Background: an optimization exercise with open tools, aiming at small area and a short achievable clock period. Do not read the settings as production practice.
At most, simulation tests tie the RTL to the original design; equivalence was not proved.
Power is estimated from default activity; no workload was simulated.

Design fetch_queue, start of the top module:
module fetch_queue #(
  parameter int DEPTH = 16,
  parameter int XLEN  = 64
) (
  input  logic                     clk,
  input  logic                     rst,
  input  logic [XLEN-1:0]          in_instr1,
  input  logic [XLEN-1:0]          in_instr2,
  input  logic [XLEN-1:0]          in_instr3,
  input  logic [XLEN-1:0]          in_instr4,
  input  logic [XLEN-1:0]          in_target1,
  input  logic [XLEN-1:0]          in_target2,
  input  logic [XLEN-1:0]          in_target3,
  input  logic [XLEN-1:0]          in_target4,
  input  logic                     in_taken1,
  input  logic                     in_taken2,
  input  logic                     in_taken3,
  input  logic                     in_taken4,
  input  logic                     in_valid1,
  input  logic                     in_valid2,
  input  logic                     in_valid3,
  input  logic                     in_valid4,
  output logic                     in_ready,
  output logic                     fetch_stall,
  input  logic                     flush,
  ...
clock: 6.0 ns
lec_check: 0
cap_margin: 20
core_margin: 2
core_utilization: 50
cts_cluster_diameter: 80
cts_cluster_size: 25
place_density: 0.62
setup_slack_margin: 3.8
slew_margin: 20
synth_hierarchical: 1
tns_end_percent: 0
standard.sh (not shown) runs the stock make flow with config.mk's settings and CLKGATE_MAP_FILE= SYNTH_SCRIPT=/design/flow/synth_recipe.tcl, a recipe that flattens the netlist after the stock synthesis.
==> flow/flow/run.sh <==
#!/bin/bash
# The standard layout, with two changes:
#  - plain buffers (instead of the delay-cell buffers buffer_ports picks by default) on the
#    input and output ports;
#  - sky130_fd_sc_hd__a222oi_1 (three series p-transistors, no stronger size to upsize to)
#    added to the platform's don't-use list, so synthesis maps the wide and-or muxes to
#    faster cells.
set -euo pipefail
export BUFFER_PORTS_ARGS="-buffer_cell sky130_fd_sc_hd__buf_2"
platform_dont_use=$(sed -n '/^export DONT_USE_CELLS/,/^#/p' "$FLOW_HOME/platforms/sky130hd/config.mk" \
  | grep -o 'sky130_fd_sc_hd__[a-z0-9_]*' | tr '\n' ' ')
bash standard.sh "DONT_USE_CELLS=sky130_fd_sc_hd__a222oi_1 $platform_dont_use" finish > standard.log 2>&1
Change:
- CORE_UTILIZATION: 50 -> 38
- PLACE_DENSITY: 0.62 -> 0.5
Result:
- The new run completed without violations
- clock-buffer cell count came out higher by 9
- combinational power came out lower by a few percent
- setup slack improved by 50 ps
- sequential share of layout area is lower by 0.67 points
Function was not checked in any run of this note: the RTL went through the layout flow alone.

* * *

fetch_queue, a different RTL version from the one above (not shown whole).
Size in the first run: about 8100 cells after synthesis, about 2400 flip-flops, roughly 790 I/O pins.
// fetch_queue
module fetch_queue #(
  parameter int DEPTH = 16,
  parameter int XLEN  = 64
) (
  input  logic                     clk,
  input  logic                     rst,
  input  logic [XLEN-1:0]          in_instr1,
  input  logic [XLEN-1:0]          in_instr2,
  input  logic [XLEN-1:0]          in_instr3,
  input  logic [XLEN-1:0]          in_instr4,
  input  logic [XLEN-1:0]          in_target1,
  input  logic [XLEN-1:0]          in_target2,
  input  logic [XLEN-1:0]          in_target3,
  input  logic [XLEN-1:0]          in_target4,
  input  logic                     in_taken1,
  input  logic                     in_taken2,
  input  logic                     in_taken3,
  input  logic                     in_taken4,
  input  logic                     in_valid1,
  input  logic                     in_valid2,
  input  logic                     in_valid3,
  input  logic                     in_valid4,
  output logic                     in_ready,
  output logic                     fetch_stall,
  input  logic                     flush,
  output logic [XLEN-1:0]          out_instr1,
  output logic [XLEN-1:0]          out_instr2,
  output logic [XLEN-1:0]          out_target1,
  output logic [XLEN-1:0]          out_target2,
  output logic                     out_taken1,
  output logic                     out_taken2,
  output logic                     out_valid1,
  output logic                     out_valid2,
  input  logic                     dec_ready,
  output logic [$clog2(DEPTH):0]   count
);
export LEC_CHECK = 0
export CAP_MARGIN = 20
export CORE_MARGIN = 2
export CORE_UTILIZATION = 38
export CTS_CLUSTER_DIAMETER = 80
export CTS_CLUSTER_SIZE = 25
export PLACE_DENSITY = 0.5
export SETUP_SLACK_MARGIN = 3.4
export SLEW_MARGIN = 20
export SYNTH_HIERARCHICAL = 1
export TNS_END_PERCENT = 0
create_clock -name core_clock -period 6.0 [get_ports {clk}]
Scripts as last shown in full above: flow/flow/run.sh
Rerun with:
Settings changed: SETUP_SLACK_MARGIN 3.4 to 3.8.
The changed run finished clean.
Cell area increases by 0.77%.
Worst hold slack is about the same.
Final cell count hardly moves.
Sequential power hardly moves.
Utilization grows by 0.35 points.
Synthesized cell count does not change.
Rerun with:
--- a/flow/flow/run.sh
+++ b/flow/flow/run.sh
@@ -8,3 +8,3 @@
 set -euo pipefail
-export BUFFER_PORTS_ARGS="-buffer_cell sky130_fd_sc_hd__buf_2"
+export BUFFER_PORTS_ARGS="-buffer_cell sky130_fd_sc_hd__buf_1"
 platform_dont_use=$(sed -n '/^export DONT_USE_CELLS/,/^#/p' "$FLOW_HOME/platforms/sky130hd/config.mk" \
Global-route usage grows by 0.53 points. Via count goes up by 0.50%. Setup slack is better by 0.024 ns. Total power goes down by 1.9%. Die area is unchanged. Critical path depth is unchanged. Register-to-register slack gets better by 0.04 ns. Clock-buffer cell count fell by 4. Final area is lower by 0.50%. Synthesized cell count does not change.
Function was not checked in any run of this note: the RTL went through the layout flow alone.

* * *

== run 1 ==
Another version of the RTL of fetch_queue (not shown whole).
Size in the first run: about 7700 cells after synthesis, about 2400 flip-flops, ~790 I/O pins, about 100000 µm² of cells after synthesis.
clock: 6.0 ns
lec_check: 0
cap_margin: 20
core_margin: 2
core_utilization: 38
cts_cluster_diameter: 80
cts_cluster_size: 25
place_density: 0.5
setup_slack_margin: 3.5
slew_margin: 20
tns_end_percent: 0
==> flow/flow/run.sh <==
#!/bin/bash
# The standard layout, with plain buffers (instead of the delay-cell buffers buffer_ports
# picks by default) on the input and output ports.
set -euo pipefail
export BUFFER_PORTS_ARGS="-buffer_cell sky130_fd_sc_hd__buf_2"
bash standard.sh > standard.log 2>&1
What run 2 does differently from run 1 at the input level:
Settings: removing TNS_END_PERCENT (formerly 0).
Results
- Run 1 has lower met1 layer wirelength in the final routing than run 2.
- r_e[6][55] as the critical path capture point was reported by run 1, and r_e[6][92] by run 2.
- Summary — total design power, run 2 relative to run 1: higher, by about 10%.
- Cell count, run 1 and run 2: larger value in run 2

* * *

fetch_queue, a different RTL version from the one above (not shown whole).
For scale: about 7700 cells after synthesis, ~2400 flip-flops, about 790 I/O pins, about 100000 um2 of cells after synthesis.
## fetch_queue
module fetch_queue #(
  parameter int DEPTH = 16,
  parameter int XLEN  = 64
) (
  input  logic                     clk,
  input  logic                     rst,
  input  logic [XLEN-1:0]          in_instr1,
  input  logic [XLEN-1:0]          in_instr2,
  input  logic [XLEN-1:0]          in_instr3,
  input  logic [XLEN-1:0]          in_instr4,
  input  logic [XLEN-1:0]          in_target1,
  input  logic [XLEN-1:0]          in_target2,
  input  logic [XLEN-1:0]          in_target3,
  input  logic [XLEN-1:0]          in_target4,
  input  logic                     in_taken1,
  input  logic                     in_taken2,
  input  logic                     in_taken3,
  input  logic                     in_taken4,
  input  logic                     in_valid1,
  input  logic                     in_valid2,
  input  logic                     in_valid3,
  input  logic                     in_valid4,
  output logic                     in_ready,
  output logic                     fetch_stall,
  input  logic                     flush,
  output logic [XLEN-1:0]          out_instr1,
  output logic [XLEN-1:0]          out_instr2,
  output logic [XLEN-1:0]          out_target1,
  output logic [XLEN-1:0]          out_target2,
  output logic                     out_taken1,
  output logic                     out_taken2,
  output logic                     out_valid1,
  output logic                     out_valid2,
  input  logic                     dec_ready,
  output logic [$clog2(DEPTH):0]   count
);
export LEC_CHECK = 0
export CAP_MARGIN = 30
export CORE_MARGIN = 2
export CORE_UTILIZATION = 38
export CTS_CLUSTER_DIAMETER = 80
export CTS_CLUSTER_SIZE = 25
export GPL_ROUTABILITY_DRIVEN = 0
export PLACE_DENSITY = 0.5
export SETUP_SLACK_MARGIN = 3.8
export SLEW_MARGIN = 20
export SYNTH_HIERARCHICAL = 1
export TNS_END_PERCENT = 0
create_clock -name core_clock -period 6.0 [get_ports {clk}]
==> flow/flow/run.sh <==
#!/bin/bash
# The standard layout, with three changes:
#  - plain buffers (instead of the delay-cell buffers buffer_ports picks by default) on the
#    input and output ports;
#  - sky130_fd_sc_hd__a222oi_1 (three series p-transistors, no stronger size to upsize to)
#    added to the platform's don't-use list, so synthesis maps the wide and-or muxes to
#    faster cells;
#  - MATCH_CELL_FOOTPRINT=0, so timing repair may size a cell up to a wider footprint.
set -euo pipefail
export BUFFER_PORTS_ARGS="-buffer_cell sky130_fd_sc_hd__buf_2"
platform_dont_use=$(sed -n '/^export DONT_USE_CELLS/,/^#/p' "$FLOW_HOME/platforms/sky130hd/config.mk" \
  | grep -o 'sky130_fd_sc_hd__[a-z0-9_]*' | tr '\n' ' ')
bash standard.sh "DONT_USE_CELLS=sky130_fd_sc_hd__a222oi_1 $platform_dont_use" MATCH_CELL_FOOTPRINT=0 finish > standard.log 2>&1
The first run completed without violations.
Next try:
--- a/flow/flow/run.sh
+++ b/flow/flow/run.sh
@@ -2 +2 @@
-# The standard layout, with three changes:
+# The standard layout, with two changes:
@@ -7,2 +7 @@
-#    faster cells;
-#  - MATCH_CELL_FOOTPRINT=0, so timing repair may size a cell up to a wider footprint.
+#    faster cells.
@@ -13 +12 @@
-bash standard.sh "DONT_USE_CELLS=sky130_fd_sc_hd__a222oi_1 $platform_dont_use" MATCH_CELL_FOOTPRINT=0 finish > standard.log 2>&1
+bash standard.sh "DONT_USE_CELLS=sky130_fd_sc_hd__a222oi_1 $platform_dont_use" finish > standard.log 2>&1
GPL_ROUTABILITY_DRIVEN = not set   (was 0)
=> The changed run ran to the end with no violations; design area is about the same; wire length fell by 0.83%; synthesized cell count stays the same; synthesized area does not change; sequential power is about the same; first-iteration DRC count fell by 1.6%; sequential share of layout area fell by 0.10 points; flip-flop and latch count stays the same.
Next try:
--- a/flow/flow/run.sh
+++ b/flow/flow/run.sh
@@ -2 +2 @@
-# The standard layout, with two changes:
+# The standard layout, with three changes:
@@ -7 +7,2 @@
-#    faster cells.
+#    faster cells;
+#  - MATCH_CELL_FOOTPRINT=0, so timing repair may size a cell up to a wider footprint.
@@ -12 +13 @@
-bash standard.sh "DONT_USE_CELLS=sky130_fd_sc_hd__a222oi_1 $platform_dont_use" finish > standard.log 2>&1
+bash standard.sh "DONT_USE_CELLS=sky130_fd_sc_hd__a222oi_1 $platform_dont_use" MATCH_CELL_FOOTPRINT=0 finish > standard.log 2>&1
PLACE_DENSITY = 0.62   (was 0.5)
=> Setup slack is worse by 0.010 ns. Die area stays the same. Non-clock buffer count went up by 42. Hold slack hardly moves. Final cell count stays flat. Routed wire length shrinks by about 3%. Combinational power stays flat. Clock-buffer cell count is higher by 3. Total power shrinks by 0.91%. Via count climbs by 2.5%.
Next try:
PLACE_DENSITY = 0.5   (was 0.62)
Setup slack improved by 0.042 ns. Sequential cell count stays the same. Critical path depth goes down by 1. Wire length goes up by a few percent. Core utilization is about the same. Total power goes up slightly. Sequential share of layout area barely changes. First-iteration DRC count goes down by roughly a tenth. Worst hold slack got worse by 0.0056 ns.

==> separate check: timing with driven ports <==
Ports are ideal in the flow. The routed layouts listed here were re-timed in OpenROAD. Step 1, drivers: a clkbuf_16 drives clk and a buf_2 each remaining input, both assumed. Step 2 also shifts input and output timing later by t, the mid clock arrival at the registers, as if the neighbouring blocks saw the same clock. a / b / c = no drivers / after step 1 / after step 2; a / b = the first two.
run | t, ns | setup slack, ns | latest minus earliest clock arrival (ns) | pins driven straight from the clock port
the first run of note 1 | 0.936 | 2.988 / 2.931 / 1.995 | 0.044 / 0.044 | 1
the second run of note 1 | 0.952 | 3.038 / 3.061 / 2.163 | 0.058 / 0.058 | 1
the first run of note 2 | 0.955 | 3.164 / 3.044 / 2.089 | 0.061 / 0.061 | 1
the second run of note 2 | 0.961 | 3.203 / 3.093 / 2.132 | 0.060 / 0.060 | 1
the third run of note 2 | 0.953 | 3.226 / 3.090 / 2.137 | 0.056 / 0.056 | 1
run 1 | 0.943 | 3.045 / 2.969 / 2.026 | 0.066 / 0.066 | 1
run 2 | 0.954 | 3.094 / 3.069 / 2.115 | 0.070 / 0.070 | 1
the first run of note 4 | 0.939 | 3.252 / 3.252 / 2.356 | 0.071 / 0.071 | 1
the second run of note 4 | 0.930 | 3.220 / 3.220 / 2.355 | 0.065 / 0.066 | 1
the third run of note 4 | 0.933 | 3.210 / 3.183 / 2.249 | 0.094 / 0.093 | 1
the fourth run of note 4 | 0.939 | 3.252 / 3.252 / 2.356 | 0.071 / 0.071 | 1
After both steps every run listed still meets setup and hold. For the third run of note 2, which loses most, drivers alone change the setup slack by -0.136 ns; drivers and shift together by -1.089 ns.
